What follows belongs to an exercise in optimizing a design on an open flow for small area, a short achievable clock period and few clock cycles; a production flow would make more cautious choices. Only simulation tests tie the RTL to the original design; equivalence was not proved. No activity file was given, so power comes from the tool's default toggle rates.

==> trial 49: inputs <==
## mulDivUnit
module mulDivUnit (
	input  logic Clock,
	input  logic rstN,
	input  logic wbCyc,
	input  logic wbStb,
	input  logic wbWe,
	input  logic [4:0] wbAdr,
	input  logic [32-1:0] wbDatW,
	output logic [32-1:0] wbDatR,
	output logic wbAck
);
==> module mulDivUnit, before the edit <==
module mulDivUnit (
	input  logic Clock,
	input  logic rstN,
	input  logic wbCyc,
	input  logic wbStb,
	input  logic wbWe,
	input  logic [4:0] wbAdr,
	input  logic [32-1:0] wbDatW,
	output logic [32-1:0] wbDatR,
	output logic wbAck
);
	localparam int W = 32;
	logic [W-1:0] opA;
	logic [W-1:0] opB;
	logic [W+1:0] hi;      
	logic [W-1:0] lo;      
	logic [W-1:0] dvs;     
	logic bTwo;            
	logic bNeg;            
	logic bZero;           
	logic negA;            
	logic negQ;            
	logic exact;           
	logic divZero;
	logic sMul;
	logic sDiv;
	logic sFix1;
	logic sFix2;
	logic [4:0] count;
	logic req;
	logic wr;
	logic [2:0] word;
	logic start;
	logic last;
	logic busy;
	assign req = wbCyc && wbStb;
	assign wr = req && wbWe;
	assign word = wbAdr[4:2];
	assign wbAck = req;
	assign busy = sMul || sDiv || sFix1 || sFix2;
	assign start = wr && (word == 3'd2) && !busy;
	assign last = (sMul && count[3:0] == 4'd15) || (sFix1 && !negA && !negQ) || sFix2;
	always_comb begin
		case (word)
			3'd0: wbDatR = opA;
			3'd1: wbDatR = opB;
			3'd3: wbDatR = {{(W-2){1'b0}}, divZero, busy && !last};
			3'd4: wbDatR = lo;
			3'd5: wbDatR = hi[W-1:0];
			default: wbDatR = '0;
		endcase
	end
	logic [1:0] skip;
	logic bigDvs8;
	logic bigDvs16;
	logic bigDvs24;
	assign bigDvs24 = (opB[W-1:25] != {(W-25){opB[W-1]}});
	assign bigDvs16 = (opB[W-1:17] != {(W-17){opB[W-1]}});
	assign bigDvs8 = (opB[W-1:9] != {(W-9){opB[W-1]}});
	assign skip = bigDvs24 ? 2'd3 : bigDvs16 ? 2'd2 : bigDvs8 ? 2'd1 : 2'd0;
	function automatic logic [2:0] boothDigit(input logic [2:0] b);
		boothDigit[2] = (b == 3'b011) || (b == 3'b100);
		boothDigit[1] = b[2] && !(b[1] && b[0]);
		boothDigit[0] = (b == 3'b000) || (b == 3'b111);
	endfunction
	logic [W+1:0] x;
	logic [W+1:0] y;
	logic inv;
	logic cin;
	logic [W+1:0] sum;
	logic subDvs;          
	logic wrongSide;       
	assign subDvs = !hi[W-1];
	assign wrongSide = hi[W-1] ^ negA;
	always_comb begin
		x = '0;
		y = {{2{dvs[W-1]}}, dvs};
		inv = 1'b0;
		cin = 1'b0;
		if (sMul) begin
			x = hi;
			if (bZero) y = '0;
			else if (bTwo) y = {dvs[W-1], dvs, 1'b0};
			inv = bNeg;
			cin = bNeg;
		end else if (sDiv) begin
			x = {hi[W:0], lo[W-1]};
			inv = subDvs ^ dvs[W-1];
			cin = subDvs ^ dvs[W-1];
		end else if (sFix1) begin
			x = hi;
			inv = subDvs ^ dvs[W-1];
			cin = subDvs ^ dvs[W-1];
		end else if (sFix2) begin
			y = {2'b0, lo};
			cin = negQ ^ exact;
		end
	end
	assign sum = x + (y ^ {(W+2){inv}}) + {{(W+1){1'b0}}, cin};
	always_ff @(posedge Clock) begin
		if (!rstN) begin
			sMul <= 1'b0;
			sDiv <= 1'b0;
			sFix1 <= 1'b0;
			sFix2 <= 1'b0;
			count <= '0;
			hi <= '0;
			lo <= '0;
			divZero <= 1'b0;
		end else begin
			if (start) begin
				if (!wbDatW[0]) begin
					hi <= '0;
					lo <= opA;
					count <= '0;
					divZero <= 1'b0;
					sMul <= 1'b1;
				end else if (opB == '0) begin
					hi <= '0;
					lo <= '0;
					divZero <= 1'b1;
				end else begin
					case (skip)
						2'd3: begin
							hi <= {{(W-22){opA[W-1]}}, opA[W-1:8]};
							lo <= {opA[7:0], {24{opA[W-1] ^ opB[W-1]}}};
						end
						2'd2: begin
							hi <= {{(W-14){opA[W-1]}}, opA[W-1:16]};
							lo <= {opA[15:0], {16{opA[W-1] ^ opB[W-1]}}};
						end
						2'd1: begin
							hi <= {{(W-6){opA[W-1]}}, opA[W-1:24]};
							lo <= {opA[23:0], {8{opA[W-1] ^ opB[W-1]}}};
						end
						default: begin
							hi <= {(W+2){opA[W-1]}};
							lo <= opA;
						end
					endcase
					count <= {skip, 3'd0};
					divZero <= 1'b0;
					sDiv <= 1'b1;
				end
			end
			if (sMul) begin
				hi <= {{2{sum[W+1]}}, sum[W+1:2]};
				lo <= {sum[1:0], lo[W-1:2]};
				count <= count + 1'b1;
				if (count[3:0] == 4'd15) sMul <= 1'b0;
			end
			if (sDiv) begin
				hi <= sum;
				lo <= {lo[W-2:0], sum[W+1] ^ !dvs[W-1]};
				count <= count + 1'b1;
				if (count == 5'd31) begin
					sDiv <= 1'b0;
					sFix1 <= 1'b1;
				end
			end
			if (sFix1) begin
				if (wrongSide) hi <= sum;
				sFix1 <= 1'b0;
				sFix2 <= negA || negQ;
			end
			if (sFix2) begin
				lo <= sum[W-1:0];
				if (exact) hi <= '0;
				sFix2 <= 1'b0;
			end
		end
	end
	always_ff @(posedge Clock) begin
		if (!busy) begin
			{bTwo, bNeg, bZero} <= boothDigit({opA[1:0], 1'b0});
			if (start) begin
				dvs <= opB;
				negA <= opA[W-1];
				negQ <= opA[W-1] ^ opB[W-1];
			end
		end else if (sMul) begin
			{bTwo, bNeg, bZero} <= boothDigit(lo[3:1]);
		end
		if (sFix1) begin
			exact <= negA && (wrongSide ? (hi[W-1:0] == '0) : (sum[W-1:0] == '0));
		end else if (!busy) begin
			exact <= 1'b0;
		end
	end
	always_ff @(posedge Clock) begin
		if (!rstN) begin
			opA <= '0;
			opB <= '0;
		end else begin
			if (wr && word == 3'd0) opA <= wbDatW;
			if (wr && word == 3'd1) opB <= wbDatW;
		end
	end
endmodule
clock: 5.5 ns
lec_check: 0
cap_margin: 20
core_margin: 2
core_utilization: 40
slew_margin: 20
run.sh (not shown) runs the stock make flow with config.mk's settings and CLKGATE_MAP_FILE= SYNTH_SCRIPT=/design/flow/synth_recipe.tcl, a recipe that flattens the netlist after the stock synthesis.
==> inputs of build 23, as changes to trial 49 <==
--- a/flow/design.v
+++ b/flow/design.v
@@ -40,8 +40,12 @@
 	logic [W-1:0] opB;
-	logic [W+1:0] hi;      
+	logic [W-1:0] hi;      
 	logic [W-1:0] lo;      
 	logic [W-1:0] dvs;     
-	logic bTwo;            
-	logic bNeg;            
-	logic bZero;           
+	logic selXDiv;         
+	logic selXHi;          
+	logic selYOne;         
+	logic selYTwo;         
+	logic selYLo;          
+	logic inv;             
+	logic cin;
 	logic negA;            
@@ -74,3 +78,3 @@
 			3'd4: wbDatR = lo;
-			3'd5: wbDatR = hi[W-1:0];
+			3'd5: wbDatR = hi;
 			default: wbDatR = '0;
@@ -93,32 +97,35 @@
 	logic [W+1:0] y;
-	logic inv;
-	logic cin;
 	logic [W+1:0] sum;
-	logic subDvs;          
 	logic wrongSide;       
-	assign subDvs = !hi[W-1];
 	assign wrongSide = hi[W-1] ^ negA;
-	always_comb begin
-		x = '0;
-		y = {{2{dvs[W-1]}}, dvs};
-		inv = 1'b0;
-		cin = 1'b0;
-		if (sMul) begin
-			x = hi;
-			if (bZero) y = '0;
-			else if (bTwo) y = {dvs[W-1], dvs, 1'b0};
-			inv = bNeg;
-			cin = bNeg;
-		end else if (sDiv) begin
-			x = {hi[W:0], lo[W-1]};
-			inv = subDvs ^ dvs[W-1];
-			cin = subDvs ^ dvs[W-1];
-		end else if (sFix1) begin
-			x = hi;
-			inv = subDvs ^ dvs[W-1];
-			cin = subDvs ^ dvs[W-1];
-		end else if (sFix2) begin
-			y = {2'b0, lo};
-			cin = negQ ^ exact;
-		end
+	assign exact = negA && (dvs == '0);
+	assign x = ({(W+2){selXDiv}} & {hi[W-1], hi, lo[W-1]})
+		| ({(W+2){selXHi}} & {{2{hi[W-1]}}, hi});
+	assign y = ({(W+2){selYOne}} & {{2{dvs[W-1]}}, dvs})
+		| ({(W+2){selYTwo}} & {dvs[W-1], dvs, 1'b0})
+		| ({(W+2){selYLo}} & {2'b0, lo});
+	logic startMul;
+	logic startDiv;
+	logic nMul;
+	logic nDiv;
+	logic nFix1;
+	logic nFix2;
+	logic [2:0] digit;     
+	logic nDivInv;         
+	assign startMul = start && !wbDatW[0];
+	assign startDiv = start && wbDatW[0] && (opB != '0);
+	assign nMul = rstN && (startMul || (sMul && count[3:0] != 4'd15));
+	assign nDiv = rstN && (startDiv || (sDiv && count != 5'd31));
+	assign nFix1 = rstN && sDiv && count == 5'd31;
+	assign nFix2 = rstN && sFix1 && (negA || negQ);
+	assign digit = sMul ? boothDigit(lo[3:1]) : boothDigit({opA[1:0], 1'b0});
+	assign nDivInv = sDiv ? !(sum[W-1] ^ dvs[W-1]) : !(opA[W-1] ^ opB[W-1]);
+	always_ff @(posedge Clock) begin
+		selXDiv <= nDiv;
+		selXHi <= nMul || nFix1;
+		selYOne <= nDiv || nFix1 || (nMul && !digit[2] && !digit[0]);
+		selYTwo <= nMul && digit[2];
+		selYLo <= nFix2;
+		inv <= (nMul && digit[1]) || ((nDiv || nFix1) && nDivInv);
+		cin <= (nMul && digit[1]) || ((nDiv || nFix1) && nDivInv) || nFix2;
 	end
@@ -150,3 +157,3 @@
 						2'd3: begin
-							hi <= {{(W-22){opA[W-1]}}, opA[W-1:8]};
+							hi <= {{8{opA[W-1]}}, opA[W-1:8]};
 							lo <= {opA[7:0], {24{opA[W-1] ^ opB[W-1]}}};
@@ -154,3 +161,3 @@
 						2'd2: begin
-							hi <= {{(W-14){opA[W-1]}}, opA[W-1:16]};
+							hi <= {{16{opA[W-1]}}, opA[W-1:16]};
 							lo <= {opA[15:0], {16{opA[W-1] ^ opB[W-1]}}};
@@ -158,3 +165,3 @@
 						2'd1: begin
-							hi <= {{(W-6){opA[W-1]}}, opA[W-1:24]};
+							hi <= {{24{opA[W-1]}}, opA[W-1:24]};
 							lo <= {opA[23:0], {8{opA[W-1] ^ opB[W-1]}}};
@@ -162,3 +169,3 @@
 						default: begin
-							hi <= {(W+2){opA[W-1]}};
+							hi <= {W{opA[W-1]}};
 							lo <= opA;
@@ -172,3 +179,3 @@
 			if (sMul) begin
-				hi <= {{2{sum[W+1]}}, sum[W+1:2]};
+				hi <= sum[W+1:2];
 				lo <= {sum[1:0], lo[W-1:2]};
@@ -178,3 +185,3 @@
 			if (sDiv) begin
-				hi <= sum;
+				hi <= sum[W-1:0];
 				lo <= {lo[W-2:0], sum[W+1] ^ !dvs[W-1]};
@@ -187,3 +194,3 @@
 			if (sFix1) begin
-				if (wrongSide) hi <= sum;
+				if (wrongSide) hi <= sum[W-1:0];
 				sFix1 <= 1'b0;
@@ -192,3 +199,3 @@
 			if (sFix2) begin
-				lo <= sum[W-1:0];
+				if (negQ ^ exact) lo <= sum[W-1:0];
 				if (exact) hi <= '0;
@@ -200,3 +207,2 @@
 		if (!busy) begin
-			{bTwo, bNeg, bZero} <= boothDigit({opA[1:0], 1'b0});
 			if (start) begin
@@ -206,9 +212,5 @@
 			end
-		end else if (sMul) begin
-			{bTwo, bNeg, bZero} <= boothDigit(lo[3:1]);
 		end
 		if (sFix1) begin
-			exact <= negA && (wrongSide ? (hi[W-1:0] == '0) : (sum[W-1:0] == '0));
-		end else if (!busy) begin
-			exact <= 1'b0;
+			dvs <= wrongSide ? hi : sum[W-1:0];
 		end
Settings changed: CTS_BUF_LIST set to sky130_fd_sc_hd__clkbuf_4 sky130_fd_sc_hd__clkbuf_8, SETUP_SLACK_MARGIN set to 1.6.
==> inputs of trial 26, as changes to trial 49 <==
--- a/flow/design.v
+++ b/flow/design.v
@@ -40,8 +40,12 @@
 	logic [W-1:0] opB;
-	logic [W+1:0] hi;      
+	logic [W-1:0] hi;      
 	logic [W-1:0] lo;      
 	logic [W-1:0] dvs;     
-	logic bTwo;            
-	logic bNeg;            
-	logic bZero;           
+	logic selXDiv;         
+	logic selXHi;          
+	logic selYOne;         
+	logic selYTwo;         
+	logic selYLo;          
+	logic inv;             
+	logic cin;
 	logic negA;            
@@ -74,3 +78,3 @@
 			3'd4: wbDatR = lo;
-			3'd5: wbDatR = hi[W-1:0];
+			3'd5: wbDatR = hi;
 			default: wbDatR = '0;
@@ -93,32 +97,35 @@
 	logic [W+1:0] y;
-	logic inv;
-	logic cin;
 	logic [W+1:0] sum;
-	logic subDvs;          
 	logic wrongSide;       
-	assign subDvs = !hi[W-1];
 	assign wrongSide = hi[W-1] ^ negA;
-	always_comb begin
-		x = '0;
-		y = {{2{dvs[W-1]}}, dvs};
-		inv = 1'b0;
-		cin = 1'b0;
-		if (sMul) begin
-			x = hi;
-			if (bZero) y = '0;
-			else if (bTwo) y = {dvs[W-1], dvs, 1'b0};
-			inv = bNeg;
-			cin = bNeg;
-		end else if (sDiv) begin
-			x = {hi[W:0], lo[W-1]};
-			inv = subDvs ^ dvs[W-1];
-			cin = subDvs ^ dvs[W-1];
-		end else if (sFix1) begin
-			x = hi;
-			inv = subDvs ^ dvs[W-1];
-			cin = subDvs ^ dvs[W-1];
-		end else if (sFix2) begin
-			y = {2'b0, lo};
-			cin = negQ ^ exact;
-		end
+	assign exact = negA && (dvs == '0);
+	assign x = ({(W+2){selXDiv}} & {hi[W-1], hi, lo[W-1]})
+		| ({(W+2){selXHi}} & {{2{hi[W-1]}}, hi});
+	assign y = ({(W+2){selYOne}} & {{2{dvs[W-1]}}, dvs})
+		| ({(W+2){selYTwo}} & {dvs[W-1], dvs, 1'b0})
+		| ({(W+2){selYLo}} & {2'b0, lo});
+	logic startMul;
+	logic startDiv;
+	logic nMul;
+	logic nDiv;
+	logic nFix1;
+	logic nFix2;
+	logic [2:0] digit;     
+	logic nDivInv;         
+	assign startMul = start && !wbDatW[0];
+	assign startDiv = start && wbDatW[0] && (opB != '0);
+	assign nMul = rstN && (startMul || (sMul && count[3:0] != 4'd15));
+	assign nDiv = rstN && (startDiv || (sDiv && count != 5'd31));
+	assign nFix1 = rstN && sDiv && count == 5'd31;
+	assign nFix2 = rstN && sFix1 && (negA || negQ);
+	assign digit = sMul ? boothDigit(lo[3:1]) : boothDigit({opA[1:0], 1'b0});
+	assign nDivInv = sDiv ? !(sum[W-1] ^ dvs[W-1]) : !(opA[W-1] ^ opB[W-1]);
+	always_ff @(posedge Clock) begin
+		selXDiv <= nDiv;
+		selXHi <= nMul || nFix1;
+		selYOne <= nDiv || nFix1 || (nMul && !digit[2] && !digit[0]);
+		selYTwo <= nMul && digit[2];
+		selYLo <= nFix2;
+		inv <= (nMul && digit[1]) || ((nDiv || nFix1) && nDivInv);
+		cin <= (nMul && digit[1]) || ((nDiv || nFix1) && nDivInv) || nFix2;
 	end
@@ -150,3 +157,3 @@
 						2'd3: begin
-							hi <= {{(W-22){opA[W-1]}}, opA[W-1:8]};
+							hi <= {{8{opA[W-1]}}, opA[W-1:8]};
 							lo <= {opA[7:0], {24{opA[W-1] ^ opB[W-1]}}};
@@ -154,3 +161,3 @@
 						2'd2: begin
-							hi <= {{(W-14){opA[W-1]}}, opA[W-1:16]};
+							hi <= {{16{opA[W-1]}}, opA[W-1:16]};
 							lo <= {opA[15:0], {16{opA[W-1] ^ opB[W-1]}}};
@@ -158,3 +165,3 @@
 						2'd1: begin
-							hi <= {{(W-6){opA[W-1]}}, opA[W-1:24]};
+							hi <= {{24{opA[W-1]}}, opA[W-1:24]};
 							lo <= {opA[23:0], {8{opA[W-1] ^ opB[W-1]}}};
@@ -162,3 +169,3 @@
 						default: begin
-							hi <= {(W+2){opA[W-1]}};
+							hi <= {W{opA[W-1]}};
 							lo <= opA;
@@ -172,3 +179,3 @@
 			if (sMul) begin
-				hi <= {{2{sum[W+1]}}, sum[W+1:2]};
+				hi <= sum[W+1:2];
 				lo <= {sum[1:0], lo[W-1:2]};
@@ -178,3 +185,3 @@
 			if (sDiv) begin
-				hi <= sum;
+				hi <= sum[W-1:0];
 				lo <= {lo[W-2:0], sum[W+1] ^ !dvs[W-1]};
@@ -187,3 +194,3 @@
 			if (sFix1) begin
-				if (wrongSide) hi <= sum;
+				if (wrongSide) hi <= sum[W-1:0];
 				sFix1 <= 1'b0;
@@ -192,3 +199,3 @@
 			if (sFix2) begin
-				lo <= sum[W-1:0];
+				if (negQ ^ exact) lo <= sum[W-1:0];
 				if (exact) hi <= '0;
@@ -200,3 +207,2 @@
 		if (!busy) begin
-			{bTwo, bNeg, bZero} <= boothDigit({opA[1:0], 1'b0});
 			if (start) begin
@@ -206,9 +212,5 @@
 			end
-		end else if (sMul) begin
-			{bTwo, bNeg, bZero} <= boothDigit(lo[3:1]);
 		end
 		if (sFix1) begin
-			exact <= negA && (wrongSide ? (hi[W-1:0] == '0) : (sum[W-1:0] == '0));
-		end else if (!busy) begin
-			exact <= 1'b0;
+			dvs <= wrongSide ? hi : sum[W-1:0];
 		end
Settings changed: SETUP_SLACK_MARGIN set to 1.6.
==> comparison <==
Of trial 26 and trial 49, trial 26 has the higher worst setup slack (gap 1300 ps).
Clock skew, lowest first: trial 26, trial 49, build 23.
Global-route usage: build 23 is lower than trial 49 (0.58 points).
Sequential power is about the same in build 23 and trial 49.
The lowest first-iteration DRC count belongs to trial 49, the highest to build 23.
In synthesized area, build 23 and trial 26 do not differ.
In critical path depth, build 23 and trial 26 do not differ.
In trial 49 the wire length is smaller than in build 23, by 0.89%.
Between trial 49 and trial 26, the lower cell count is in trial 49 (gap 3.0%, measured against trial 26).
Against build 23, the via count of trial 26 is higher by 0.22%.
==> figures <==
metric                                                              trial 26                  trial 49                  build 23
Run status                                                    finished clean            finished clean            finished clean
Power per standard cell area                                      184 nW/um2                198 nW/um2                169 nW/um2
Clock network fraction of total power                                  0.432                     0.440                     0.372
Die extent in y                                                       185 um                    183 um                    185 um
Final wirelength                                                   51,000 um                 50,100 um                 50,600 um
Clock Latency Late Sink                                               450 ps                    440 ps                    510 ps
R2r startpoint                                                        selYLo                   dvs[31]                   selYOne
Share of power burned in registers                                     0.489                     0.465                     0.541
Area Growth Syn to Fin                                                 15.3%                     14.2%                     13.3%
Share of cells above drive strength 1                                  0.110                    0.0876                     0.110
Buffers outside the clock class                                          121                       132                       116
Horiz. Die Dim                                                        185 um                    183 um                    185 um
CP endpoint kind                                              primary output                 flip-flop            primary output
Most common cell after layout, fill and taps aside  sky130_fd_sc_hd__nand2_1  sky130_fd_sc_hd__a21oi_1  sky130_fd_sc_hd__nand2_1
Number of cells on the critical path                                       6                        15                         6
Maximum cell stage delay along the critical path                      500 ps                    550 ps                    490 ps
Routed length on met2                                              21,400 um                 22,000 um                 21,200 um
Adder-cell area share of the yosys netlist                            0.0366                    0.0372                    0.0366
Hold WS                                                               483 ps                    475 ps                    489 ps
Mux cell area share after synthesis                                   0.0180                    0.0554                    0.0180
VDD IR max                                                            225 uV                    225 uV                    155 uV
Testbench counts of trial 49, summed over its fixed seeds: cycles 32,091.
Testbench counts of build 23, summed over its fixed seeds: cycles 32,091.
Testbench counts of trial 26, summed over its fixed seeds: cycles 32,091.

## re-timing with driven ports
Ports are ideal in the flow. The routed layouts listed here were re-timed in OpenROAD. Step 1 (the two cells are an assumption about what drives the block):
set clk [get_ports {Clock}]
set_driving_cell -lib_cell sky130_fd_sc_hd__clkbuf_16 $clk
set_driving_cell -lib_cell sky130_fd_sc_hd__buf_2 [delete_from_list [all_inputs] $clk]
Step 2, shift: input delay + t, output delay - t, t = (earliest + latest rising clock arrival at the registers) / 2. This alone moves slack from input paths to output paths. Slacks: ideal ports / drivers / drivers and shift; pairs: ideal ports / drivers.
| run | shift t [ns] | slack for setup (ns) | clock arrival spread, ns | worst register clock-pin slew, ns |
|---|---|---|---|---|
| trial 49 | 0.486 | 0.313 / 0.313 / 0.313 | 0.011 / 0.011 | 0.07 / 0.07 |
| build 23 | 0.550 | 1.649 / 1.626 / 1.249 | 0.022 / 0.021 | 0.11 / 0.11 |
| trial 26 | 0.496 | 1.644 / 1.621 / 1.316 | 0.010 / 0.010 | 0.07 / 0.07 |
After both steps every run listed still meets setup and hold. The setup slack of build 23, which loses most, moves by -0.023 ns with the drivers and by -0.400 ns with both steps.
